This design comes from an exercise in tuning for small area, a short achievable clock period and few clock cycles on the open sky130 flow, not from production work. RTL that was checked went through simulation tests only; none was proved equivalent to the original. The RTL of run 1 was laid out without a check of its function. Power and IR drop assume default switching activity.

## flow/design.v (module list and top-level ports; edited modules follow where they fit)
// module gaag_mulcs: 1690 lines
// module gather_along_axis_address_gen: 258 lines
module gather_along_axis_address_gen #(
  parameter int RANK           = 4,
  parameter int AXIS_SIZE_BITS = 16
) (
  input  logic                  clk,
  input  logic                  rst_n,
  input  logic                  cfg_we,
  input  logic [CFG_IDX_W-1:0]  cfg_index,
  input  logic [CFG_W-1:0]      cfg_wdata,
  input  logic                  in_tvalid,
  output logic                  in_tready,
  input  logic [DATA_W-1:0]     in_tdata,    
  output logic                  out_tvalid,
  input  logic                  out_tready,
  output logic [2*DATA_W-1:0]   out_tdata,   
  output logic                  out_tlast
);
  // ...
==> flow/run.sh <==
#!/bin/bash
# synth_recipe.tcl (not shown) runs the flow's synth.tcl, then flattens the netlist and writes it again
# the make line also repeats each setting of config.mk as NAME=value (left out here)
make -C /OpenROAD-flow-scripts/flow DESIGN_CONFIG=/design/flow/config.mk WORK_HOME=/design/flow/orfs CLKGATE_MAP_FILE= SYNTH_SCRIPT=/design/flow/synth_recipe.tcl finish
==> flow/config.mk <==
export PLATFORM = sky130hd
export DESIGN_NAME = gather_along_axis_address_gen
export DESIGN_NICKNAME = gather_along_axis_address_gen
export VERILOG_FILES = /design/flow/design.v
export SDC_FILE = /design/flow/constraint.sdc
export NUM_CORES = 4
export LEC_CHECK = 0
export CAP_MARGIN = 20
export CORE_MARGIN = 2
export CORE_UTILIZATION = 40
export SETUP_SLACK_MARGIN = 5
export SLEW_MARGIN = 20
==> flow/constraint.sdc <==
create_clock -name core_clock -period 10.0 [get_ports {clk}]
set_input_delay 2.0000 -clock core_clock [delete_from_list [all_inputs] [get_ports {clk}]]
set_output_delay 2.0000 -clock core_clock [all_outputs]
set_load 0.01 [all_outputs]
==> impl_metrics.env, run 1 <==
export IMPL_die_h_um=403
export IMPL_area_delta_synth_final_pct=12.0
export IMPL_portBuffers=265
export IMPL_synthTopCellsByArea="edfxtp_1 21%, fa_1 15%, dfxtp_1 11%"
export IMPL_status="complete, no violations"
export IMPL_clock_latency_ps=760
export IMPL_path_clk_slew_ps=60
export IMPL_multiInputGateArea_um2=39100
export IMPL_diodes=5
export IMPL_final_cell_mix="684 x inv_1, 531 x nor2_1, 486 x fa_1"
export IMPL_setup_violations=0
export IMPL_power_leader="combinational logic"
export IMPL_cts_path_max_buffers=3
export IMPL_worstReg2RegEnd="m_c[18]"
export IMPL_synth_edf_count=454
export IMPL_fin_nets=7543
export IMPL_grt_first_pass_wirelength_um=323000
export IMPL_grt_overflow_total=0
export IMPL_yosysTopAreaCell="edfxtp_1"
export IMPL_crit_path_max_incr_delay_ps=750
export IMPL_seq_area_share_pct=29.0
export IMPL_drt_wl_total_um=217000
export IMPL_leakage_nw=27.1
export IMPL_wl_met1_um=88400
export IMPL_place_inst=8631
export IMPL_crit_type="in -> reg"
export IMPL_nClkBuffers=124
export IMPL_cp_max_fo=48
export IMPL_multi_input_gates=4731
export IMPL_yosys_area_share_simple_pct=12.7
export IMPL_ys_ff_latch=806
export IMPL_synthesis_nets=7518
export IMPL_drv_slew=0
export IMPL_dpl_cell_area_um2=68100
export IMPL_hold_class="reg -> reg"
export IMPL_min_delay_path_depth=0
export IMPL_tritoncts="yes"
export IMPL_period_needed_ps=4910
export IMPL_cp_data_required_time_ps=10340
export IMPL_synth_compound_area_share_pct=14.4
export IMPL_yosysMostFrequentCell="inv_1"
export IMPL_cpMostUsedCell="nand2_1"
export IMPL_dr_pass1_iters=6
==> module gather_along_axis_address_gen, before the edit <==
module gather_along_axis_address_gen #(
  parameter int RANK           = 4,
  parameter int AXIS_SIZE_BITS = 16
) (
  input  logic                  clk,
  input  logic                  rst_n,
  input  logic                  cfg_we,
  input  logic [CFG_IDX_W-1:0]  cfg_index,
  input  logic [CFG_W-1:0]      cfg_wdata,
  input  logic                  in_tvalid,
  output logic                  in_tready,
  input  logic [DATA_W-1:0]     in_tdata,    
  output logic                  out_tvalid,
  input  logic                  out_tready,
  output logic [2*DATA_W-1:0]   out_tdata,   
  output logic                  out_tlast
);
  logic             wr0, wr1, wr2, cfg_hit, rewind;
  logic [3:0][15:0] sz;      
  logic [3:0][15:0] mx;      
  logic [3:0]       mz;      
  logic [3:0]       mz_nxt;  
  logic [1:0]       g;       
  logic [1:0]       g_nxt;
  logic [31:0]      st1;     
  logic [47:0]      st0;     
  logic [3:0][15:0] wnz;     
  assign wr0     = cfg_we && (cfg_index == 2'd0);
  assign wr1     = cfg_we && (cfg_index == 2'd1);
  assign wr2     = cfg_we && (cfg_index == 2'd2);
  assign cfg_hit = wr0 || wr1 || wr2;
  assign g_nxt   = wr2 ? cfg_wdata[1:0] : g;
  always_comb begin
    for (int i = 0; i < 4; i++) begin
      wnz[i]    = (cfg_wdata[16*i +: 16] == 16'd0) ? 16'd1 : cfg_wdata[16*i +: 16];
      mz[i]     = (mx[i] == 16'd0);
      mz_nxt[i] = wr1 ? (wnz[i] == 16'd1) : mz[i];
    end
  end
  always_ff @(posedge clk) begin
    if (!rst_n) begin
      for (int i = 0; i < 4; i++) begin
        sz[i] <= 16'd1;
        mx[i] <= 16'd0;
      end
      g      <= 2'd0;
      rewind <= 1'b0;
    end else begin
      if (wr0) sz <= wnz;
      if (wr1) for (int i = 0; i < 4; i++) mx[i] <= wnz[i] - 16'd1;
      g      <= g_nxt;
      rewind <= cfg_hit;
    end
  end
  logic en;
  logic o_v;
  assign en = !o_v || out_tready;
  logic       a_t1, m_t1, a_t2, m_t2;
  logic [1:0] blk_a, blk_a_nxt;    
  logic [1:0] blk_z, blk_z_nxt;    
  logic       need0;
  assign blk_a_nxt = wr0 ? 2'd2 : (blk_a != 2'd0 ? blk_a - 2'd1 : 2'd0);
  assign blk_z_nxt = wr0 ? 2'd3 : (blk_z != 2'd0 ? blk_z - 2'd1 : 2'd0);
  assign need0     = (g_nxt == 2'd0) || (mz_nxt[1] && mz_nxt[2] && mz_nxt[3]);
  logic [15:0] glen, in_n;
  logic [16:0] wsum;
  logic        in_hz, in_ho;
  logic [3:0][15:0] sz_nxt;
  assign sz_nxt = wr0 ? wnz : sz;
  always_ff @(posedge clk) glen <= !rst_n ? 16'd1 : sz_nxt[g_nxt];
  always_comb begin
    in_hz = (in_tdata[62:16] == '0);
    in_ho = (in_tdata[62:16] == '1);
    wsum  = {1'b0, in_tdata[15:0]} + {1'b0, glen};
    if (in_tdata[63]) begin
      in_n = (in_ho && wsum[16] && (wsum[15:0] != 16'd0)) ? wsum[15:0] : 16'd0;
    end else begin
      in_n = (in_hz && (in_tdata[15:0] < glen)) ? in_tdata[15:0] : glen - 16'd1;
    end
  end
  logic        rdy;
  logic        a0_v, a1_v, a1_v_nxt;
  logic        acc, ld_a0;
  assign in_tready = rdy;
  assign acc   = in_tvalid && rdy;
  assign ld_a0 = en || !a0_v;
  always_comb begin
    a1_v_nxt = a1_v;
    if (ld_a0) a1_v_nxt = 1'b0;
    else if (acc) a1_v_nxt = 1'b1;
  end
  always_ff @(posedge clk) begin
    if (!rst_n) begin
      a0_v  <= 1'b0;
      a1_v  <= 1'b0;
      rdy   <= 1'b1;
      blk_a <= 2'd0;
      blk_z <= 2'd0;
    end else begin
      if (ld_a0) a0_v <= a1_v || acc;
      a1_v  <= a1_v_nxt;
      blk_a <= blk_a_nxt;
      blk_z <= blk_z_nxt;
      rdy   <= !a1_v_nxt && (blk_a_nxt == 2'd0) && (blk_z_nxt == 2'd0 || !need0);
    end
  end
  logic [15:0] a_src;
  always_comb begin
    if (wr0)       a_src = wnz[2];
    else if (m_t1) a_src = sz[1];
    else           a_src = in_n;
  end
  logic [24:0] a_enc;    
  always_comb begin
    logic [16:0] ax;
    ax = {a_src, 1'b0};
    for (int k = 0; k < 8; k++) begin
      a_enc[k]      = ax[2*k+1] ^ ax[2*k];
      a_enc[8 + k]  = (ax[2*k+2] && !ax[2*k+1] && !ax[2*k]) || (!ax[2*k+2] && ax[2*k+1] && ax[2*k]);
      a_enc[16 + k] = ax[2*k+2];
    end
    a_enc[24] = a_src[15];
  end
  logic [24:0] a0_e, a1_e;
  always_ff @(posedge clk) begin
    if (wr0 || m_t1 || (ld_a0 && !a1_v)) a0_e <= a_enc;
    else if (ld_a0)                      a0_e <= a1_e;
    if (!ld_a0 && acc) a1_e <= a_enc;
  end
  logic [3:0][15:0] c;
  logic [3:0]       w;       
  logic [63:0]      p0;
  logic [47:0]      p1;
  logic [31:0]      p2;
  logic [15:0]      p3;
  logic [3:0]       inc;
  logic             last, adv;
  always_comb begin
    last   = &w;
    inc[3] = 1'b1;
    inc[2] = w[3];
    inc[1] = w[3] && w[2];
    inc[0] = w[3] && w[2] && w[1];
  end
  assign adv = en && a0_v;
  assign p3  = (g == 2'd3) ? 16'd0 : c[3];
  logic             clr;
  logic [3:0]       ld;
  logic [3:0][15:0] c_d;
  logic [3:0]       w_d;
  logic [63:0]      p0_d;
  logic [47:0]      p1_d;
  logic [31:0]      p2_d;
  assign clr = !rst_n || cfg_hit;
  always_comb begin
    for (int i = 0; i < 4; i++) begin
      ld[i]  = clr || (adv && inc[i]);
      c_d[i] = (clr || w[i]) ? 16'd0 : c[i] + 16'd1;
      w_d[i] = !rst_n || (cfg_hit ? mz_nxt[i] : (w[i] ? mz[i] : (c[i] + 16'd1 == mx[i])));
    end
    p0_d = (clr || w[0] || g == 2'd0) ? 64'd0 : p0 + {16'd0, st0};
    p1_d = (clr || w[1] || g == 2'd1) ? 48'd0 : p1 + {16'd0, st1};
    p2_d = (clr || w[2] || g == 2'd2) ? 32'd0 : p2 + {16'd0, sz[3]};
  end
  always_ff @(posedge clk) begin
    for (int i = 0; i < 4; i++) begin
      if (ld[i]) begin
        c[i] <= c_d[i];
        w[i] <= w_d[i];
      end
    end
    if (ld[0]) p0 <= p0_d;
    if (ld[1]) p1 <= p1_d;
    if (ld[2]) p2 <= p2_d;
  end
  logic [63:0] osum;
  logic [47:0] sg;         
  always_ff @(posedge clk) begin
    if (wr0)                    sg <= {32'd0, wnz[3]};       
    else if (m_t1)              sg <= {16'd0, osum[31:0]};   
    else if (m_t2 && g == 2'd0) sg <= osum[47:0];            
    else begin
      unique case (g)
        2'd0:    sg <= st0;
        2'd1:    sg <= {16'd0, st1};
        2'd2:    sg <= {32'd0, sz[3]};
        default: sg <= 48'd1;
      endcase
    end
  end
  logic [63:0] cs_s, cs_c;
  gaag_mulcs u_mul (
    .one  (a0_e[7:0]),
    .two  (a0_e[15:8]),
    .neg  (a0_e[23:16]),
    .one8 (a0_e[24]),
    .b    (sg),
    .p0   (p0),
    .p1   (p1),
    .p2   (p2),
    .p3   (p3),
    .s    (cs_s),
    .c    (cs_c)
  );
  logic        m_v, m_last;
  logic [63:0] m_s, m_c;
  always_ff @(posedge clk) begin
    if (!rst_n) begin
      m_v  <= 1'b0;
      a_t1 <= 1'b0;
      m_t1 <= 1'b0;
      a_t2 <= 1'b0;
      m_t2 <= 1'b0;
    end else begin
      if (en) m_v <= a0_v;
      a_t1 <= wr0;
      m_t1 <= a_t1;
      a_t2 <= m_t1 && !wr0;
      m_t2 <= a_t2;
    end
  end
  always_ff @(posedge clk) begin
    if (en) begin
      m_s    <= cs_s;
      m_c    <= cs_c;
      m_last <= last;
    end
  end
  assign osum = m_s + m_c;
  always_ff @(posedge clk) begin
    if (!rst_n) begin
      st1 <= 32'd1;
      st0 <= 48'd1;
    end else begin
      if (m_t1) st1 <= osum[31:0];
      if (m_t2) st0 <= osum[47:0];
    end
  end
  logic [63:0] o_src, o_dst;
  logic        o_last;
  always_ff @(posedge clk) begin
    if (!rst_n) o_v <= 1'b0;
    else if (en) o_v <= m_v;
  end
  always_ff @(posedge clk) begin
    if (en) begin
      o_src  <= osum;
      o_last <= m_last;
    end
  end
  always_ff @(posedge clk) begin
    if (!rst_n || rewind) o_dst <= '0;
    else if (o_v && out_tready) o_dst <= o_last ? 64'd0 : o_dst + 64'd1;
  end
  assign out_tvalid = o_v;
  assign out_tdata  = {o_dst, o_src};
  assign out_tlast  = o_last;
endmodule
==> inputs of run 2 (changes only) <==
--- a/flow/design.v
+++ b/flow/design.v
@@ -1794,12 +1794,7 @@
   logic        rdy;
-  logic        a0_v, a1_v, a1_v_nxt;
+  logic        a0_v;
   logic        acc, ld_a0;
-  assign in_tready = rdy;
-  assign acc   = in_tvalid && rdy;
-  assign ld_a0 = en || !a0_v;
-  always_comb begin
-    a1_v_nxt = a1_v;
-    if (ld_a0) a1_v_nxt = 1'b0;
-    else if (acc) a1_v_nxt = 1'b1;
-  end
+  assign ld_a0     = en || !a0_v;
+  assign in_tready = rdy && ld_a0;
+  assign acc       = in_tvalid && in_tready;
   always_ff @(posedge clk) begin
@@ -1807,3 +1802,2 @@
       a0_v  <= 1'b0;
-      a1_v  <= 1'b0;
       rdy   <= 1'b1;
@@ -1812,7 +1806,6 @@
     end else begin
-      if (ld_a0) a0_v <= a1_v || acc;
-      a1_v  <= a1_v_nxt;
+      if (ld_a0) a0_v <= acc;
       blk_a <= blk_a_nxt;
       blk_z <= blk_z_nxt;
-      rdy   <= !a1_v_nxt && (blk_a_nxt == 2'd0) && (blk_z_nxt == 2'd0 || !need0);
+      rdy   <= (blk_a_nxt == 2'd0) && (blk_z_nxt == 2'd0 || !need0);
     end
@@ -1836,7 +1829,5 @@
   end
-  logic [24:0] a0_e, a1_e;
+  logic [24:0] a0_e;
   always_ff @(posedge clk) begin
-    if (wr0 || m_t1 || (ld_a0 && !a1_v)) a0_e <= a_enc;
-    else if (ld_a0)                      a0_e <= a1_e;
-    if (!ld_a0 && acc) a1_e <= a_enc;
+    if (wr0 || m_t1 || ld_a0) a0_e <= a_enc;
   end
==> impl_metrics.env, run 2 <==
export IMPL_tritoncts="yes"
export IMPL_grt_overflow_total=0
export IMPL_hpwlAfterDp_um=154000
export IMPL_fp_dieArea_um2=159000
export IMPL_period_needed_ps=4990
export IMPL_ff2ff_path_depth=10
export IMPL_ctsRootBufferMaster="clkbuf_16"
export IMPL_cts_max_level=3
export IMPL_rrSetupSlack_ps=5060
export IMPL_slowest_stage="dlygate4sd2_1"
export IMPL_drive_gt1_share_pct=4.98
export IMPL_cts_path_max_buffers=3
export IMPL_seqCellArea_um2=19900
export IMPL_gp_congestion=0.922
export IMPL_crit_path_cell_trace="clkbuf_4 > nor2b_4 > nand2_4 > and2_4 > dlygate4sd2_1"
export IMPL_synth_area_per_cell_um2=9.58
export IMPL_area_delta_synth_final_pct=12.1
export IMPL_worstReg2RegStart="a0_e[21]"
export IMPL_relSlewSlack_pct=14.4
export IMPL_cts_sinks=781
export IMPL_ant_nets=0
export IMPL_wl_per_cell_um=24.7
export IMPL_fill_cells=14700
export IMPL_vias=50400
export IMPL_initialDrtViolationCount=5313
export IMPL_grt_start_max_net_pins=144
export IMPL_final_cell_mix="671 x inv_1, 543 x nor2_1, 503 x xnor2_1"
export IMPL_crit_path_end="in_tready"
export IMPL_grt_pass1_vias=50100
export IMPL_end_kind="primary output"
export IMPL_synth_edf_count=430
export IMPL_synth_ff_type="edfxtp_1"
export IMPL_yosysMostFrequentCell="inv_1"
export IMPL_rows=144
export IMPL_yosysTopAreaCell="edfxtp_1"
export IMPL_clock_latency_ps=720
export IMPL_crit_start="out_tready"
export IMPL_placeableCoreArea_um2=154000
export IMPL_min_delay_path_depth=1
export IMPL_synthTopCellsByArea="edfxtp_1 21%, fa_1 16%, dfxtp_1 11%"
export IMPL_synth_top_cell_area_share_pct=20.7
export IMPL_gr_usage_all_layers_pct=26.5
export IMPL_cp_start_kind="primary input"
export IMPL_cap_violations=0
export IMPL_io_pins=266
export IMPL_grt_first_pass_wirelength_um=318000
export IMPL_path_clk_slew_ps=60
export IMPL_setup_violations=0
export IMPL_hold_violations=0
export IMPL_peakVddDrop_mv=0.227
export IMPL_synth_area_um2=62300
export IMPL_routed_via_density=5.82
export IMPL_critical_path_arrival_ps=2990
export IMPL_worst_slew_pin_slew_ps=1280
export IMPL_multiInputGateArea_um2=38400
export IMPL_pwr_density_cell_nw_per_um2=251
export IMPL_numCtsBuffers=93
export IMPL_worstReg2RegEnd="m_c[35]"
export IMPL_die_h_um=399
export IMPL_whs_ps=423
export IMPL_cp_data_required_time_ps=8000
export IMPL_cp_max_fo=7
export IMPL_portBuffers=265
export IMPL_rsz0062_at_grt="yes"
export IMPL_drt_wl_total_um=214000
export IMPL_max_freq_mhz=201
export IMPL_fin_nets=7416
export IMPL_dr_pass1_iters=9
export IMPL_hold_buffers=0
export IMPL_drv_slew=0
export IMPL_yosysUniqueCellTypes=85
export IMPL_synthesis_nets=7382
export IMPL_crit_type="in -> out"
export IMPL_finalSetupTns_ps=0
export IMPL_synth_commonest_cells="672 x inv_1, 545 x nor2_1, 503 x xnor2_1, 487 x fa_1, 468 x nand2_1"
export IMPL_crit_path_max_incr_delay_ps=280
export IMPL_fin_crit_sh_pct=49.9
export IMPL_hold_class="reg -> reg"
export IMPL_ys_warn_count=1
export IMPL_skew_ps=35.7
export IMPL_synth_cells=6499
export IMPL_status="complete, no violations"
export IMPL_leakage_nw=26.7
export IMPL_start_util_pct=40.3
export IMPL_die_w_um=399
export IMPL_antenna_found_initial=5
export IMPL_synthArstFlopShare_pct=0
export IMPL_ys_ff_latch=781
export IMPL_layout_commonest_cell="inv_1"
export IMPL_ys_seq_area_share_pct=32.0
export IMPL_drc=0
## run 2: cell count changes in the layout (fill, tap and decap cells not counted), moves of 11 or more
cell and change:
a21oi_1 -54, xnor2_1 +34, or3_1 -25, edfxtp_1 -24, and2_1 +20, nand3_1 +16
o21ai_0 -16, inv_1 -13, o21a_1 -13, nor2_1 +12, a41o_1 +11, nand4_1 +11
xor2_1 -11
## run 2: power by group
group,internal (mW),switching [mW]
Clock,1.99,1.48
Sequential,4.55,0.436
Combinational,3.36,5.67
## run 2: routing by layer
layer | wire [um] | part of all wire, % | vias up | global-route usage, %
li1 | - | - | 22400 | -
met1 | 88800 | 41 | 25000 | 35.7
met2 | 94100 | 44 | 2552 | 41.0
met3 | 20700 | 9.7 | 473 | 5.47
met4 | 10400 | 4.9 | 0 | 12.1
met5 | 0 | 0 | - | 0
## run 2: area by class of cell
cell class,count,share of cell area [%]
inverter,675,3.64
sequential,781,28.6
timing repair buffer,337,4.62
tap,2044,3.66
multi-input combinational,4644,55.0
clock inverter,41,0.534
antenna,1,0.00359
clock buffer,134,3.91
timing repair inverter,1,0.00717
## run 2: per-stage QoR
stage	cells	setup WS (ps)	power, mW	area [um^2]	utilization, %
2_1_floorplan	6499	3360	10.3	62300	-
3_3_place_gp	8477	3550	13.8	66600	43.1
3_5_place_dp	8478	3440	13.9	66600	43.1
4_1_cts	8655	4900	17.5	69700	45.2
5_1_grt	8657	4850	18.6	69800	45.2
6_report	8658	5010	17.5	69800	45.2
## run 2: how the worst min path moves through the flow
stage              from       end  slack [ps]
2_1_floorplan  blk_a[0]  blk_a[0]         400
3_3_place_gp   blk_a[0]  blk_a[0]         410
4_1_cts        blk_a[0]  blk_a[0]         420
3_5_place_dp     m_last    o_last         410
6_report       blk_a[0]  blk_a[0]         420
5_1_grt          m_last    o_last         440
## run 2: cells by family after synthesis
kind of cell               share of synthesized area (%)
xor gates and xnor gates                            11.0
adders and majority gates                           20.9
DFF                                                 32.0
AOI/OAI and AO/OA                                   13.7
and+or+nand+nor                                     12.8
buffers and inverters                               6.53
muxes                                               3.05
## run 2: critical path: cells and delay by family
family | cells | cell delay, ps
and+or+nand+nor | 3 | 520
buffers and inverters | 2 | 460
## run 2: what timing repair did
| action | in CTS | in global routing |
|---|---|---|
| gates cloned | 1 | 1 |
| endpoints found under the setup margin | 206 | 156 |
| setup buffers | 1 | 1 |
| pin swaps | 1 | 1 |
| gates resized for setup | 13 | 17 |
| hold endpoints to repair | 0 | 0 |
Testbench counts of run 2, summed over its fixed seeds: cycles 10,978.
==> inputs of run 3 (changes only) <==
--- a/flow/design.v
+++ b/flow/design.v
@@ -1880,16 +1880,11 @@
   logic [63:0] osum;
-  logic [47:0] sg;         
+  logic [3:0]  sel;
+  logic [47:0] sg;
   always_ff @(posedge clk) begin
-    if (wr0)                    sg <= {32'd0, wnz[3]};       
-    else if (m_t1)              sg <= {16'd0, osum[31:0]};   
-    else if (m_t2 && g == 2'd0) sg <= osum[47:0];            
-    else begin
-      unique case (g)
-        2'd0:    sg <= st0;
-        2'd1:    sg <= {16'd0, st1};
-        2'd2:    sg <= {32'd0, sz[3]};
-        default: sg <= 48'd1;
-      endcase
-    end
+    if (wr0)       sel <= 4'b0100;
+    else if (m_t1) sel <= 4'b0010;
+    else           sel <= 4'b0001 << g_nxt;
   end
+  assign sg = ({48{sel[0]}} & st0) | ({48{sel[1]}} & {16'd0, st1})
+            | ({48{sel[2]}} & {32'd0, sz[3]}) | {47'd0, sel[3]};
   logic [63:0] cs_s, cs_c;
==> impl_metrics.env, run 3 <==
export IMPL_yosysMostFrequentCell="inv_1"
export IMPL_synth_compound_area_share_pct=13.8
export IMPL_rsz0062_at_grt="no"
export IMPL_synthMuxAreaShare_pct=2.65
export IMPL_hold_violations=0
export IMPL_hold_class="reg -> reg"
export IMPL_share_comb_of_total_power_pct=48.7
export IMPL_pwr_density_cell_nw_per_um2=224
export IMPL_ys_ff_latch=737
export IMPL_gr_usage_all_layers_pct=25.2
export IMPL_fp_dieArea_um2=154000
export IMPL_p_switching_mw=6.25
export IMPL_initialDrtViolationCount=4493
export IMPL_cts_max_level=3
export IMPL_synth_commonest_cells="631 x inv_1, 529 x nor2_1, 487 x fa_1, 468 x nand2_1, 444 x xnor2_1"
export IMPL_fill_cells=14300
export IMPL_p_clk_share_pct=21.3
export IMPL_start_util_pct=40.3
export IMPL_layout_commonest_cell="inv_1"
export IMPL_drive_gt1_share_pct=5.94
export IMPL_critical_path_arrival_ps=2950
export IMPL_relSlewSlack_pct=27.6
export IMPL_cp_data_required_time_ps=8000
export IMPL_dr_pass1_iters=6
export IMPL_clock_latency_ps=720
export IMPL_area_delta_synth_final_pct=12.5
export IMPL_antenna_found_initial=4
export IMPL_synth_area_per_cell_um2=9.65
export IMPL_die_h_um=393
export IMPL_rrSetupSlack_ps=5110
export IMPL_power_share_sequential_pct=30.0
export IMPL_ys_seq_area_share_pct=31.5
export IMPL_grt_start_max_net_pins=112
export IMPL_drc=0
export IMPL_synth_top_family_by_area="adder cells"
export IMPL_fin_nets=7211
export IMPL_synth_cells=6264
export IMPL_yosys_area_share_simple_pct=12.6
export IMPL_dpl_cell_area_um2=64700
export IMPL_drv_slew=0
export IMPL_worst_slew_pin_slew_ps=1080
export IMPL_max_freq_mhz=202
export IMPL_cap_violations=0
export IMPL_final_cell_mix="628 x inv_1, 527 x nor2_1, 487 x fa_1"
export IMPL_ant_nets=0
export IMPL_die_w_um=393
export IMPL_peakVddDrop_mv=0.161
export IMPL_drt_wl_total_um=196000
export IMPL_portBuffers=265
export IMPL_cts_sinks=737
export IMPL_gp_congestion=0.910
export IMPL_leakage_nw=25.6
export IMPL_finalPower_mw=15.3
export IMPL_cp_max_fo=3
export IMPL_intPower_mw=9.00
export IMPL_period_needed_ps=4950
export IMPL_synth_top_cell_area_share_pct=21.4
export IMPL_vias=47600
export IMPL_hold_buffers=0
export IMPL_ys_warn_count=1
export IMPL_skew_ps=38.9
export IMPL_swShare_pct=41.0
export IMPL_crit_type="in -> out"
export IMPL_finalWorstSetupSlack_ps=5050
export IMPL_dpl_worst_slack_ps=3480
export IMPL_fin_util_pct=45.3
export IMPL_numCtsBuffers=87
export IMPL_synthTopCellsByArea="edfxtp_1 21%, fa_1 16%, dfxtp_1 10%"
export IMPL_routed_via_density=5.66
export IMPL_end_kind="primary output"
export IMPL_synthArstFlopShare_pct=0
export IMPL_fin_crit_sh_pct=49.5
export IMPL_io_pins=266
export IMPL_cts_path_max_buffers=3
export IMPL_grt_overflow_total=0
export IMPL_stdcell_area_um2=68000
export IMPL_synth_xor_area_share_pct=11.6
export IMPL_setup_violations=0
export IMPL_wl_per_cell_um=23.3
export IMPL_hpwlAfterDp_um=143000
export IMPL_yosysTopAreaCell="edfxtp_1"
export IMPL_yosysUniqueCellTypes=110
export IMPL_grt_first_pass_wirelength_um=295000
export IMPL_synth_area_um2=60400
export IMPL_status="complete, no violations"
export IMPL_ctsRootBufferMaster="clkbuf_16"
export IMPL_placeableCoreArea_um2=150000
export IMPL_path_clk_slew_ps=60
export IMPL_rows=142
export IMPL_synth_adder_area_share_pct=21.6
export IMPL_synth_edf_count=430
export IMPL_cp_start_kind="primary input"
export IMPL_finalSetupTns_ps=0
export IMPL_grt_pass1_vias=47600
export IMPL_synthesis_nets=7148
export IMPL_synth_ff_type="edfxtp_1"
export IMPL_tritoncts="yes"
-- run 3: cell types whose count changed in the layout (fill, tap and decap cells not counted), sizes merged, moves of 16 or more --
| cell | change |
|---|---|
| inv | -38 |
| a22o | +16 |
| mux2i | -26 |
| dfxtp | -44 |
| or3 | +18 |
| o21ai | -33 |
| xnor2 | -59 |
| xor2 | +73 |
-- run 3: power by group through the flow --
stage	clock network (mW)	logic (mW)	registers, mW
6_report	3.25	7.42	4.58
5_1_grt	3.44	8.20	4.63
4_1_cts	3.33	7.41	4.58
3_5_place_dp	0	7.38	4.65
3_3_place_gp	0	7.28	4.64
2_1_floorplan	0	4.58	4.59
-- run 3: worst max-delay path: stages --
cell and delay (ps):
dlygate4sd2_1 240, buf_6 150, nor2b_4 190, nand2_2 70, and2_4 170, buf_6 120
-- run 3: per-stage QoR --
stage,cells,hold slack (ps)
after floorplan,6264,400
after global placement,8241,404
after detailed placement,8242,413
after CTS,8414,430
after global routing,8418,432
final,8419,416
-- run 3: final cells by class --
type                            instances  area [um^2]  share of cell area [%]
Sequential cell                       737        19100                    28.1
Clock buffer                          123         2530                    3.72
Multi-Input combinational cell       4528        37800                    55.6
Timing Repair Buffer                  338         3270                    4.82
Antenna cell                            1         2.50                 0.00368
Clock inverter                         41          400                   0.589
Tap cell                             2016         2520                    3.71
Inverter                              635         2400                    3.53
-- run 3: cell families (layout without fill, tap and decap cells) --
logic type / count (synthesis) / after routing
and+or+nand+nor: 1632 / 1634
muxes: 127 / 127
buffers and inverters: 1001 / 1137
AOI/OAI and AO/OA: 1220 / 1220
xor gates and xnor gates: 797 / 797
DFF: 737 / 737
other: 0 / 1
adders and majority gates: 750 / 750
-- run 3: repair_timing --
action                                  in CTS  in global routing
cloned                                       2                  0
pin swaps                                    3                  1
endpoints found under the setup margin     235                 93
resized for setup                           46                 28
setup buffers                                6                  3
-- run 3: worst paths after layout --
| path | start | endpoint | cells after the start |
|---|---|---|---|
| worst max-delay path | out_tready | in_tready | 6 |
| worst min-delay path | m_last | o_last | 0 |
| worst max register to register | a0_e[20] | m_c[53] | 10 |
| worst min register to register | m_last | o_last | 0 |
-- run 3: layer usage --
layer | routed length, um | vias up | GRT usage [%]
met5 | 0 | - | 0
met1 | 82000 | 23400 | 33.7
li1 | - | 21600 | -
met4 | 8210 | 0 | 10.4
met2 | 88000 | 2170 | 39.9
met3 | 17600 | 420 | 4.86
Testbench counts of run 3, summed over its fixed seeds: cycles 10,978.
==> inputs of run 4 (changes only) <==
--- a/flow/config.mk
+++ b/flow/config.mk
@@ -10,2 +10,4 @@
 export CORE_UTILIZATION = 40
+export CTS_CLUSTER_DIAMETER = 200
+export CTS_CLUSTER_SIZE = 12
 export SETUP_SLACK_MARGIN = 5
==> impl_metrics.env, run 4 <==
export IMPL_swShare_pct=41.8
export IMPL_synth_top_cell_area_share_pct=21.4
export IMPL_synthesis_nets=7148
export IMPL_grt_overflow_total=0
export IMPL_critical_path_arrival_ps=2950
export IMPL_dr_pass1_iters=7
export IMPL_worstReg2RegStart="a0_e[20]"
export IMPL_ys_seq_area_share_pct=31.5
export IMPL_gp_congestion=0.910
export IMPL_synth_edf_count=430
export IMPL_fill_cells=14400
export IMPL_synthArstFlopShare_pct=0
export IMPL_antenna_found_initial=3
export IMPL_cts_max_level=3
export IMPL_numCtsBuffers=71
export IMPL_crit_start="out_tready"
export IMPL_crit_type="in -> out"
export IMPL_cts_sinks=737
export IMPL_hold_class="reg -> reg"
export IMPL_hp_start="m_last"
export IMPL_p_clk_share_pct=17.9
export IMPL_grt_start_max_net_pins=112
export IMPL_cp_max_fo=3
export IMPL_vias=47500
export IMPL_die_h_um=393
export IMPL_finalSetupTns_ps=0
export IMPL_hold_buffers=0
export IMPL_path_clk_slew_ps=60
export IMPL_rsz0062_at_grt="no"
export IMPL_worst_slew_pin_slew_ps=1060
export IMPL_max_freq_mhz=202
export IMPL_wl_per_cell_um=23.4
export IMPL_grt_first_pass_wirelength_um=295000
export IMPL_leakage_nw=25.2
export IMPL_hold_violations=0
export IMPL_p_switching_mw=6.12
export IMPL_stdcell_area_um2=67100
export IMPL_layout_commonest_cell="inv_1"
export IMPL_area_delta_synth_final_pct=11.1
export IMPL_die_w_um=393
export IMPL_peakVddDrop_mv=0.134
export IMPL_drt_wl_total_um=196000
export IMPL_clock_latency_ps=690
export IMPL_intPower_mw=8.51
export IMPL_cap_violations=0
export IMPL_cp_start_kind="primary input"
export IMPL_skew_ps=42.8
export IMPL_rows=142
export IMPL_pwr_density_cell_nw_per_um2=218
export IMPL_portBuffers=265
export IMPL_synth_ff_type="edfxtp_1"
export IMPL_synth_area_per_cell_um2=9.65
export IMPL_fin_nets=7196
export IMPL_status="complete, no violations"
export IMPL_start_util_pct=40.3
export IMPL_yosysUniqueCellTypes=110
export IMPL_routed_via_density=5.67
export IMPL_share_comb_of_total_power_pct=50.8
export IMPL_drv_slew=0
export IMPL_drive_gt1_share_pct=5.04
export IMPL_whs_ps=425
export IMPL_relSlewSlack_pct=29.4
export IMPL_synthTopCellsByArea="edfxtp_1 21%, fa_1 16%, dfxtp_1 10%"
export IMPL_io_pins=266
export IMPL_drc=0
export IMPL_cts_path_max_buffers=3
export IMPL_yosysMostFrequentCell="inv_1"
export IMPL_yosysTopAreaCell="edfxtp_1"
export IMPL_fin_crit_sh_pct=49.5
export IMPL_end_kind="primary output"
export IMPL_grt_pass1_vias=47500
export IMPL_ys_warn_count=1
export IMPL_gr_usage_all_layers_pct=25.2
export IMPL_setup_violations=0
export IMPL_fp_dieArea_um2=154000
export IMPL_power_share_sequential_pct=31.3
export IMPL_synth_area_um2=60400
export IMPL_tritoncts="yes"
export IMPL_period_needed_ps=4950
export IMPL_ys_ff_latch=737
export IMPL_initialDrtViolationCount=4709
export IMPL_cp_data_required_time_ps=8000
export IMPL_ctsRootBufferMaster="clkbuf_16"
export IMPL_dpl_cell_area_um2=64700
export IMPL_placeableCoreArea_um2=150000
export IMPL_ant_nets=0
export IMPL_synth_cells=6264
export IMPL_synth_commonest_cells="631 x inv_1, 529 x nor2_1, 487 x fa_1, 468 x nand2_1, 444 x xnor2_1"
export IMPL_hpwlAfterDp_um=143000
export IMPL_final_cell_mix="628 x inv_1, 527 x nor2_1, 487 x fa_1"
## run 4: cell counts after synthesis
No cell type changed its count.
## run 4: through the flow
stage	instances	util [%]	setup slack (ps)	power, mW
after global routing	8383	44.8	5000	15.6
after floorplan	6264	-	3360	9.17
after CTS	8376	44.6	5000	14.7
after global placement	8241	43.1	3550	11.9
final	8384	44.8	5050	14.6
after detailed placement	8242	43.2	3480	12.0
## run 4: path summary, 6_finish.rpt
check,end,slack (ps),cells past startpoint
hold reg to reg,o_last,430,0
hold / removal,o_last,430,0
setup reg to reg,m_c[53],5110,10
setup / recovery,in_tready,5050,6
## run 4: final cells by class
cell class / count / area (um^2) / share of cell area, %
clock buffer: 121 / 1960 / 2.93
clock inverter: 7 / 101 / 0.151
timing repair buffer: 339 / 3290 / 4.91
inverter: 635 / 2400 / 3.57
tap: 2016 / 2520 / 3.76
sequential: 737 / 19100 / 28.4
multi-input combinational: 4528 / 37800 / 56.3
antenna: 1 / 2.50 / 0.00373
## run 4: timing repair
item	CTS	global route
gates resized for setup	45	32
pin swaps	3	3
endpoints found under the setup margin	233	96
cloned	2	0
buffers inserted	4	6
## run 4: power by group through the flow
| stage | clock network (mW) | registers [mW] | logic (mW) |
|---|---|---|---|
| 2_1_floorplan | 0 | 4.59 | 4.58 |
| 3_3_place_gp | 0 | 4.64 | 7.28 |
| 3_5_place_dp | 0 | 4.65 | 7.38 |
| 4_1_cts | 2.70 | 4.58 | 7.41 |
| 5_1_grt | 2.79 | 4.63 | 8.21 |
| 6_report | 2.62 | 4.57 | 7.44 |
## run 4: routing by layer
layer	up-vias	track usage (%)	share of wire, %	wire [um]
li1	21600	-	-	-
met3	356	4.75	8.7	17100
met2	2156	40.1	45	89100
met4	2	10.0	3.9	7650
met1	23500	33.8	42	82400
met5	-	0	0.0082	16
## run 4: cells by family after synthesis
kind of cell	synth area share, %
AO/OA/AOI/OAI	13.8
XOR/XNOR	11.6
adder cells (fa/ha/maj)	21.6
buffers and inverters	6.34
flip-flops	31.5
multiplexers	2.65
AND/OR/NAND/NOR	12.6
## run 4: critical path, stage by stage
cell,delay (ps)
clkdlybuf4s15_1,180
buf_6,150
nor2b_4,230
nand2_2,80
and2_4,160
buf_6,120
==> inputs of run 5 (changes only) <==
==> flow/flow/run.sh (new file) <==
#!/bin/bash
# The standard layout (the standard.sh, the standard synthesis unchanged), with the
# port buffers made of the smallest plain buffer instead of the default delay buffer.
# make's output goes to standard.log; each ORFS step keeps its own log under orfs/logs/.
set -euo pipefail
bash standard.sh "BUFFER_PORTS_ARGS=-buffer_cell sky130_fd_sc_hd__buf_1" finish > standard.log 2>&1
==> flow/standard.sh (new file) <==
#!/bin/bash
# synth_recipe.tcl (not shown) runs the flow's synth.tcl, then flattens the netlist and writes it again
# the make line also repeats each setting of config.mk as NAME=value (left out here)
make -C /OpenROAD-flow-scripts/flow DESIGN_CONFIG=/design/flow/config.mk WORK_HOME=/design/flow/orfs CLKGATE_MAP_FILE= SYNTH_SCRIPT=/design/flow/synth_recipe.tcl "${@:-finish}"
--- a/flow/config.mk
+++ b/flow/config.mk
@@ -10,4 +10,2 @@
 export CORE_UTILIZATION = 40
-export CTS_CLUSTER_DIAMETER = 200
-export CTS_CLUSTER_SIZE = 12
 export SETUP_SLACK_MARGIN = 5
removed: flow/run.sh
==> impl_metrics.env, run 5 <==
export IMPL_status="complete, no violations"
export IMPL_use_met1_pct=33.1
export IMPL_critical_path_arrival_ps=2950
export IMPL_clock_latency_ps=750
export IMPL_cts_sinks=737
export IMPL_cpMostUsedCell="buf_1"
export IMPL_hold_class="reg -> reg"
export IMPL_placeableCoreArea_um2=150000
export IMPL_crit_path_cell_trace="buf_1 > buf_4 > nor2b_4 > nand2_1 > and2_4 > buf_1"
export IMPL_grt_use_met2_pct=39.5
export IMPL_tritoncts="yes"
export IMPL_crit_type="in -> out"
export IMPL_drt_wl_total_um=195000
export IMPL_yosysTopAreaCell="edfxtp_1"
export IMPL_p_clk_share_pct=22.1
export IMPL_path_clk_slew_ps=60
export IMPL_met3_usage_pct=5.70
export IMPL_fin_cells=8431
export IMPL_fp_dieArea_um2=154000
export IMPL_intPower_mw=8.84
export IMPL_die_h_um=393
export IMPL_drive_gt1_share_pct=5.91
export IMPL_cp_buffers_inverters=3
export IMPL_synth_edf_count=430
export IMPL_setup_violations=0
export IMPL_synth_commonest_cells="631 x inv_1, 529 x nor2_1, 487 x fa_1, 468 x nand2_1, 444 x xnor2_1"
export IMPL_final_cell_mix="628 x inv_1, 529 x nor2_1, 487 x fa_1"
export IMPL_dr_pass1_iters=6
export IMPL_cts_path_max_buffers=3
export IMPL_yosysUniqueCellTypes=110
export IMPL_gp_congestion=0.929
export IMPL_ys_ff_latch=737
export IMPL_ys_seq_area_share_pct=31.5
export IMPL_rows=142
export IMPL_pwr_density_cell_nw_per_um2=227
export IMPL_max_freq_mhz=202
export IMPL_ys_warn_count=1
export IMPL_synthesis_nets=7148
export IMPL_wl_per_cell_um=23.1
export IMPL_vias=47700
export IMPL_yosysMostFrequentCell="inv_1"
export IMPL_hold_violations=0
export IMPL_numCtsBuffers=90
export IMPL_share_comb_of_total_power_pct=47.5
export IMPL_io_pins=266
export IMPL_synth_ff_type="edfxtp_1"
export IMPL_end_kind="primary output"
export IMPL_swShare_pct=41.3
export IMPL_grt_busiest_layer="met2"
export IMPL_grt_first_pass_wirelength_um=293000
export IMPL_initialDrtViolationCount=4990
export IMPL_gr_usage_all_layers_pct=25.0
export IMPL_ant_nets=0
export IMPL_finalSetupTns_ps=0
export IMPL_drv_slew=0
export IMPL_fin_util_pct=44.2
export IMPL_p_switching_mw=6.22
export IMPL_finalPower_mw=15.1
export IMPL_grt_pass1_vias=47500
export IMPL_routed_via_density=5.66
export IMPL_ctsRootBufferMaster="clkbuf_16"
export IMPL_portBuffers=265
export IMPL_cp_data_required_time_ps=8000
export IMPL_leakage_nw=24.9
export IMPL_antenna_found_initial=16
export IMPL_synth_top_cell_area_share_pct=21.4
export IMPL_hold_buffers=0
export IMPL_cts_max_level=3
export IMPL_drc=0
export IMPL_relSlewSlack_pct=26.1
export IMPL_synth_cells=6264
export IMPL_area_delta_synth_final_pct=9.74
export IMPL_synthArstFlopShare_pct=0
export IMPL_crit_path_max_incr_delay_ps=230
export IMPL_period_needed_ps=4950
export IMPL_cap_violations=0
export IMPL_grt_start_max_net_pins=91
export IMPL_synth_area_um2=60400
export IMPL_power_share_sequential_pct=30.4
export IMPL_fin_nets=7216
export IMPL_fin_crit_sh_pct=49.5
export IMPL_worst_slew_pin_slew_ps=1110
export IMPL_cp_start_kind="primary input"
export IMPL_cp_top_family="simple AND/OR/NAND/NOR gates"
export IMPL_die_w_um=393
export IMPL_skew_ps=51.7
export IMPL_synth_area_per_cell_um2=9.65
export IMPL_slowest_stage="and2_4"
export IMPL_start_util_pct=40.3
export IMPL_synthTopCellsByArea="edfxtp_1 21%, fa_1 16%, dfxtp_1 10%"
export IMPL_cp_max_fo=6
export IMPL_peakVddDrop_mv=0.128
export IMPL_hpwlAfterDp_um=143000
export IMPL_layout_commonest_cell="inv_1"
export IMPL_place_inst=8252
export IMPL_rsz0062_at_grt="yes"
export IMPL_grt_overflow_total=0
-- run 5: cell counts after synthesis --
No cell type changed its count.
-- run 5: per-stage QoR --
stage	hold slack (ps)	cell area [um^2]	worst slack, ps
4_1_cts	423	66200	5000
3_5_place_dp	413	63100	3730
3_3_place_gp	404	63100	3840
6_report	422	66300	5050
2_1_floorplan	400	60500	3360
5_1_grt	441	66300	4960
-- run 5: logic make-up (layout without fill, tap and decap cells) --
logic type	count (synthesis)	count (layout)	share of synthesized area (%)
XOR/XNOR	797	797	11.6
buffers and inverters	1001	1145	6.34
multiplexers	127	127	2.65
other	0	6	0
adder cells (fa/ha/maj)	750	750	21.6
AO/OA/AOI/OAI	1220	1220	13.8
flip-flops	737	737	31.5
AND/OR/NAND/NOR	1632	1633	12.6
-- run 5: power groups by stage --
stage / logic [mW] / clock network (mW) / registers [mW]
4_1_cts: 7.16 / 3.39 / 4.58
2_1_floorplan: 4.58 / 0 / 4.59
5_1_grt: 7.93 / 3.51 / 4.64
3_3_place_gp: 7.02 / 0 / 4.64
3_5_place_dp: 7.13 / 0 / 4.64
6_report: 7.16 / 3.33 / 4.58
-- run 5: final timing paths --
check	start	end	slack (ps)	cells past startpoint
setup / recovery	out_tready	in_tready	5050	6
hold / removal	blk_a[0]	blk_a[0]	420	1
setup reg to reg	a0_e[19]	m_c[31]	5080	8
hold reg to reg	blk_a[0]	blk_a[0]	420	1
-- run 5: area by class of cell --
| class | count | area (um^2) |
|---|---|---|
| antenna | 6 | 15.0 |
| sequential | 737 | 19100 |
| timing repair buffer | 340 | 1580 |
| tap | 2016 | 2520 |
| clock inverter | 37 | 333 |
| multi-input combinational | 4527 | 37700 |
| inverter | 635 | 2390 |
| timing repair inverter | 1 | 5.00 |
| fill | 14500 | 83600 |
| clock buffer | 132 | 2690 |
-- run 5: timing repair --
| action | in CTS | in global routing |
|---|---|---|
| setup buffers | 2 | 0 |
| pin swaps | 2 | 1 |
| endpoints found under the setup margin | 175 | 134 |
| gates cloned | 1 | 1 |
| resized for setup | 24 | 30 |
-- run 5: per-layer routing --
metal / share of wire, % / vias to the layer above / wire (um)
li1: - / 21600 / -
met1: 41 / 23500 / 80600
met2: 45 / 2103 / 88000
met3: 9.0 / 422 / 17500
met4: 4.3 / 14 / 8320
met5: 0.046 / - / 89
==> inputs of run 6 (changes only) <==
--- a/flow/config.mk
+++ b/flow/config.mk
@@ -10,2 +10,4 @@
 export CORE_UTILIZATION = 40
+export CTS_CLUSTER_DIAMETER = 200
+export CTS_CLUSTER_SIZE = 12
 export SETUP_SLACK_MARGIN = 5
==> impl_metrics.env, run 6 <==
export IMPL_status="complete, no violations"
export IMPL_cp_data_required_time_ps=8000
export IMPL_placeableCoreArea_um2=150000
export IMPL_place_inst=8252
export IMPL_yosysMostFrequentCell="inv_1"
export IMPL_hpwlAfterDp_um=143000
export IMPL_drc=0
export IMPL_hold_class="reg -> reg"
export IMPL_intPower_mw=8.30
export IMPL_wl_per_cell_um=23.3
export IMPL_grt_overflow_total=0
export IMPL_start_util_pct=40.3
export IMPL_grt_pass1_vias=47400
export IMPL_synth_cells=6264
export IMPL_hold_buffers=0
export IMPL_peakVddDrop_mv=0.125
export IMPL_antenna_found_initial=17
export IMPL_fp_dieArea_um2=154000
export IMPL_fin_util_pct=43.6
export IMPL_die_h_um=393
export IMPL_synthArstFlopShare_pct=0
export IMPL_dr_pass1_iters=6
export IMPL_synth_area_um2=60400
export IMPL_critical_path_arrival_ps=2950
export IMPL_synth_ff_type="edfxtp_1"
export IMPL_ys_ff_latch=737
export IMPL_numCtsBuffers=71
export IMPL_cp_start_kind="primary input"
export IMPL_gr_usage_all_layers_pct=25.0
export IMPL_max_freq_mhz=202
export IMPL_gp_congestion=0.929
export IMPL_fin_cells=8389
export IMPL_cts_sinks=737
export IMPL_leakage_nw=24.4
export IMPL_clock_latency_ps=700
export IMPL_synthTopCellsByArea="edfxtp_1 21%, fa_1 16%, dfxtp_1 10%"
export IMPL_relSlewSlack_pct=26.4
export IMPL_p_clk_share_pct=18.4
export IMPL_drv_slew=0
export IMPL_synth_top_cell_area_share_pct=21.4
export IMPL_hold_violations=0
export IMPL_vias=47700
export IMPL_p_switching_mw=6.09
export IMPL_synth_commonest_cells="631 x inv_1, 529 x nor2_1, 487 x fa_1, 468 x nand2_1, 444 x xnor2_1"
export IMPL_ctsRootBufferMaster="clkbuf_16"
export IMPL_drive_gt1_share_pct=4.93
export IMPL_setup_violations=0
export IMPL_ys_seq_area_share_pct=31.5
export IMPL_synth_edf_count=430
export IMPL_path_clk_slew_ps=60
export IMPL_finalSetupTns_ps=0
export IMPL_cts_path_max_buffers=3
export IMPL_rsz0062_at_grt="yes"
export IMPL_initialDrtViolationCount=5116
export IMPL_io_pins=266
export IMPL_rows=142
export IMPL_synthesis_nets=7148
export IMPL_cp_max_fo=6
export IMPL_drt_wl_total_um=195000
export IMPL_fin_nets=7198
export IMPL_grt_first_pass_wirelength_um=293000
export IMPL_share_comb_of_total_power_pct=49.8
export IMPL_area_delta_synth_final_pct=8.22
export IMPL_wl_met1_um=80600
export IMPL_swShare_pct=42.3
export IMPL_routed_wl_met3_um=17700
export IMPL_ant_nets=0
export IMPL_portBuffers=265
export IMPL_grt_start_max_net_pins=91
export IMPL_cap_violations=0
export IMPL_fill_cells=14600
export IMPL_cts_max_level=3
export IMPL_die_w_um=393
export IMPL_fin_crit_sh_pct=49.5
export IMPL_synth_area_per_cell_um2=9.65
export IMPL_yosysTopAreaCell="edfxtp_1"
export IMPL_final_cell_mix="628 x inv_1, 529 x nor2_1, 487 x fa_1"
export IMPL_layout_commonest_cell="inv_1"
export IMPL_rrSetupSlack_ps=5080
export IMPL_pwr_density_cell_nw_per_um2=220
export IMPL_end_kind="primary output"
export IMPL_crit_type="in -> out"
export IMPL_yosysUniqueCellTypes=110
export IMPL_routed_via_density=5.69
export IMPL_skew_ps=40.9
export IMPL_period_needed_ps=4950
export IMPL_highest_layer="met5"
export IMPL_worst_slew_pin_slew_ps=1100
export IMPL_tritoncts="yes"
export IMPL_ys_warn_count=1
export IMPL_power_share_sequential_pct=31.8
export IMPL_routed_wl_met2_um=88500
==> run 6: cell counts after synthesis <==
No cell type changed its count.
==> run 6: critical path, cell delays in order <==
cell and delay (ps):
buf_1 90, buf_4 200, nor2b_4 150, nand2_1 140, and2_4 230, buf_1 130
==> run 6: logic make-up (layout without fill, tap and decap cells) <==
group	Yosys count	count (layout)	synth area share, %
AND/OR/NAND/NOR	1632	1634	12.6
other	0	7	0
adder cells (fa/ha/maj)	750	750	21.6
multiplexers	127	127	2.65
AO/OA/AOI/OAI	1220	1220	13.8
XOR/XNOR	797	797	11.6
buffers and inverters	1001	1101	6.34
flip-flops	737	737	31.5
==> run 6: final timing paths <==
path,to,from,cells after the start
worst min-delay path,blk_a[0],blk_a[0],1
worst min register to register,blk_a[0],blk_a[0],1
worst max-delay path,in_tready,out_tready,6
worst max register to register,m_c[31],a0_e[21],9
==> run 6: power by group through the flow <==
stage               combinational [mW]  sequential (mW)  clock (mW)
floorplan                         4.58             4.59           0
global route                      7.93             4.63        2.82
finish                            7.17             4.57        2.65
global placement                  7.02             4.64           0
CTS                               7.15             4.58        2.73
detailed placement                7.13             4.64           0
==> run 6: layout make-up <==
cell class	count	area [um^2]	share of cell area (%)
Clock inverter	6	96.3	0.147
Timing Repair Buffer	340	1580	2.41
Sequential cell	737	19100	29.2
Tap cell	2016	2520	3.86
Multi-Input combinational cell	4528	37700	57.7
Clock buffer	119	2000	3.06
Inverter	635	2390	3.66
Timing Repair inverter	1	5.00	0.00765
Antenna cell	7	17.5	0.0268
==> run 6: repair_timing <==
item | in CTS | in global routing
endpoints found under the hold margin | 0 | 0
cloned | 1 | 2
setup buffers | 2 | 0
endpoints found under the setup margin | 174 | 117
resized for setup | 37 | 18
pin swaps | 2 | 1
==> run 6: metal layers <==
layer  vias to the layer above  GRT usage [%]
met5                         -              0
met4                        14           10.4
met3                       419           5.19
met2                      2189           39.6
met1                     23500           33.2
li1                      21600              -
==> run 6: through the flow <==
stage	instance area, um^2	worst slack, ps	hold WS, ps	power [mW]
2_1_floorplan	60500	3360	400	9.17
3_3_place_gp	63100	3840	404	11.7
3_5_place_dp	63100	3730	413	11.8
4_1_cts	65300	5010	423	14.5
5_1_grt	65400	4990	441	15.4
6_report	65400	5050	425	14.4
==> inputs of run 7 (changes only) <==
--- a/flow/config.mk
+++ b/flow/config.mk
@@ -10,4 +10,4 @@
 export CORE_UTILIZATION = 40
-export CTS_CLUSTER_DIAMETER = 200
-export CTS_CLUSTER_SIZE = 12
+export CTS_CLUSTER_DIAMETER = 250
+export CTS_CLUSTER_SIZE = 16
 export SETUP_SLACK_MARGIN = 5
==> impl_metrics.env, run 7 <==
export IMPL_swShare_pct=43.1
export IMPL_fp_dieArea_um2=154000
export IMPL_p_clk_share_pct=15.7
export IMPL_vias=47600
export IMPL_yosysUniqueCellTypes=110
export IMPL_cp_data_required_time_ps=8000
export IMPL_hold_violations=0
export IMPL_cp_max_fo=6
export IMPL_grt_overflow_total=0
export IMPL_grt_start_max_net_pins=91
export IMPL_end_kind="primary output"
export IMPL_critical_path_arrival_ps=2960
export IMPL_yosysTopAreaCell="edfxtp_1"
export IMPL_final_cell_mix="628 x inv_1, 529 x nor2_1, 487 x fa_1"
export IMPL_cts_max_level=2
export IMPL_period_needed_ps=4960
export IMPL_start_util_pct=40.3
export IMPL_ys_warn_count=1
export IMPL_worst_slew_pin_slew_ps=1130
export IMPL_ys_ff_latch=737
export IMPL_antenna_found_initial=15
export IMPL_grt_first_pass_wirelength_um=292000
export IMPL_routed_via_density=5.69
export IMPL_synthArstFlopShare_pct=0
export IMPL_leakage_nw=24.2
export IMPL_clock_latency_ps=730
export IMPL_skew_ps=66.3
export IMPL_die_h_um=393
export IMPL_hpwlAfterDp_um=143000
export IMPL_initialDrtViolationCount=5112
export IMPL_max_freq_mhz=201
export IMPL_stdcell_area_um2=64900
export IMPL_relSlewSlack_pct=24.3
export IMPL_die_w_um=393
export IMPL_grt_pass1_vias=47100
export IMPL_p_switching_mw=5.99
export IMPL_path_clk_slew_ps=80
export IMPL_status="complete, no violations"
export IMPL_synth_area_um2=60400
export IMPL_synth_ff_type="edfxtp_1"
export IMPL_gr_usage_all_layers_pct=24.8
export IMPL_synthesis_nets=7148
export IMPL_gp_congestion=0.929
export IMPL_hold_class="reg -> reg"
export IMPL_tritoncts="yes"
export IMPL_setup_violations=0
export IMPL_cts_sinks=737
export IMPL_power_share_sequential_pct=32.8
export IMPL_fin_nets=7179
export IMPL_finalSetupTns_ps=0
export IMPL_cp_start_kind="primary input"
export IMPL_cap_violations=0
export IMPL_ant_nets=0
export IMPL_synth_cells=6264
export IMPL_area_delta_synth_final_pct=7.32
export IMPL_rsz0062_at_grt="yes"
export IMPL_synth_edf_count=430
export IMPL_fill_cells=14700
export IMPL_yosysMostFrequentCell="inv_1"
export IMPL_dpl_cell_area_um2=63100
export IMPL_hold_buffers=0
export IMPL_rows=142
export IMPL_pwr_density_cell_nw_per_um2=214
export IMPL_synthTopCellsByArea="edfxtp_1 21%, fa_1 16%, dfxtp_1 10%"
export IMPL_whs_ps=427
export IMPL_drive_gt1_share_pct=4.61
export IMPL_drv_slew=0
export IMPL_placeableCoreArea_um2=150000
export IMPL_io_pins=266
export IMPL_share_comb_of_total_power_pct=51.4
export IMPL_ctsRootBufferMaster="clkbuf_16"
export IMPL_synth_top_cell_area_share_pct=21.4
export IMPL_wl_per_cell_um=23.2
export IMPL_layout_commonest_cell="inv_1"
export IMPL_fin_crit_sh_pct=49.6
export IMPL_crit_type="in -> out"
export IMPL_cts_path_max_buffers=3
export IMPL_numCtsBuffers=52
export IMPL_portBuffers=265
export IMPL_drc=0
export IMPL_intPower_mw=7.92
export IMPL_rrSetupSlack_ps=5110
export IMPL_synth_commonest_cells="631 x inv_1, 529 x nor2_1, 487 x fa_1, 468 x nand2_1, 444 x xnor2_1"
export IMPL_peakVddDrop_mv=0.148
export IMPL_ys_seq_area_share_pct=31.5
export IMPL_synth_area_per_cell_um2=9.65
export IMPL_drt_wl_total_um=194000
export IMPL_dr_pass1_iters=6
==> run 7: cell counts after synthesis <==
Identical to the previous run, type by type.
==> run 7: cell families after synthesis <==
logic type	count (synthesis)	synth area share [%]
compound gates	1220	13.8
xor+xnor	797	11.6
fa+ha+maj	750	21.6
buf+inv	1001	6.34
flops	737	31.5
mux	127	2.65
simple gates	1632	12.6
==> run 7: power by group through the flow <==
stage | clock network [mW] | registers, mW | logic (mW)
4_1_cts | 2.25 | 4.57 | 7.15
6_report | 2.19 | 4.57 | 7.15
3_3_place_gp | 0 | 4.64 | 7.02
3_5_place_dp | 0 | 4.64 | 7.13
2_1_floorplan | 0 | 4.59 | 4.58
5_1_grt | 2.35 | 4.63 | 7.93
==> run 7: repair_timing <==
item,4_1_cts,5_1_grt
buffers inserted,3,0
pin swaps,2,1
resized for setup,37,19
gates cloned,1,1
setup endpoints to repair,173,78
==> run 7: path summary, 6_finish.rpt <==
| path | start | to | cells past startpoint |
|---|---|---|---|
| setup / recovery | out_tready | in_tready | 6 |
| setup reg to reg | sel[0] | m_c[17] | 13 |
| hold reg to reg | blk_a[0] | blk_a[0] | 1 |
| hold / removal | blk_a[0] | blk_a[0] | 1 |
==> run 7: critical path, cell delays in order <==
cell	delay [ps]
buf_1	90
buf_4	190
nor2b_4	200
nand2_2	120
and2_4	210
buf_1	130
==> run 7: final cells by class <==
cell class	instances	area, um^2	share of cell area [%]
Tap cell	2016	2520	3.89
Inverter	635	2390	3.69
Timing Repair Buffer	341	1600	2.47
Clock buffer	93	1460	2.24
Clock inverter	4	82.6	0.127
Multi-Input combinational cell	4527	37700	58.2
Sequential cell	737	19100	29.4
Timing Repair inverter	1	5.00	0.00772
Antenna cell	5	12.5	0.0193
==> run 7: routing by layer <==
layer | track usage, % | vias up | wire (um)
li1 | - | 21500 | -
met2 | 39.4 | 2124 | 88000
met3 | 5.30 | 406 | 17800
met4 | 9.50 | 14 | 7940
met1 | 33.1 | 23500 | 80300
met5 | 0 | - | 95
==> run 7: through the flow <==
step | util (%) | setup slack, ps | total power [mW] | instances
final | 43.2 | 5040 | 13.9 | 8359
after global routing | 43.2 | 4990 | 14.9 | 8356
after CTS | 43.2 | 5010 | 14.0 | 8353
after detailed placement | 42.1 | 3730 | 11.8 | 8252
after global placement | 42.1 | 3840 | 11.7 | 8252
after floorplan | - | 3360 | 9.17 | 6264

afterwards: timing with drivers on the ports:
The flow's constraints put no driver on any port. The routed layouts listed below were extracted and timed again, unchanged, in two steps.
Step 1 assumes that a clkbuf_16 drives the clock port and a buf_2 every other input.
Step 2, shift: input delay + t, output delay - t, t = (earliest + latest rising clock arrival at the registers) / 2. This alone moves slack from input paths to output paths.
Three values: no drivers, after step 1, after step 2; two values: the first two.
| run | t (ns) | setup WS [ns] | worst hold slack (ns) | worst setup path after step 2 | slew at the worst register clock pin (ns) |
|---|---|---|---|---|---|
| run 1 | 0.807 | 5.087 / 5.148 / 4.340 | 0.420 / 0.420 / 0.420 | input to register | 0.07 / 0.07 |
| run 2 | 0.778 | 5.013 / 4.991 / 4.350 | 0.423 / 0.423 / 0.423 | input to register | 0.07 / 0.07 |
| run 3 | 0.788 | 5.052 / 5.034 / 4.380 | 0.416 / 0.416 / 0.416 | input to register | 0.07 / 0.07 |
| run 4 | 0.756 | 5.049 / 5.027 / 4.412 | 0.425 / 0.425 / 0.425 | input to register | 0.10 / 0.10 |
| run 5 | 0.808 | 5.048 / 5.026 / 4.437 | 0.422 / 0.422 / 0.422 | input to register | 0.06 / 0.06 |
| run 6 | 0.767 | 5.051 / 5.030 / 4.404 | 0.425 / 0.425 / 0.425 | input to register | 0.09 / 0.09 |
| run 7 | 0.784 | 5.036 / 5.014 / 4.458 | 0.427 / 0.427 / 0.427 | input to register | 0.12 / 0.12 |
After both steps every run listed still meets setup and hold. The setup slack of run 1, which loses most, moves by +0.061 ns with the drivers and by -0.747 ns with both steps.
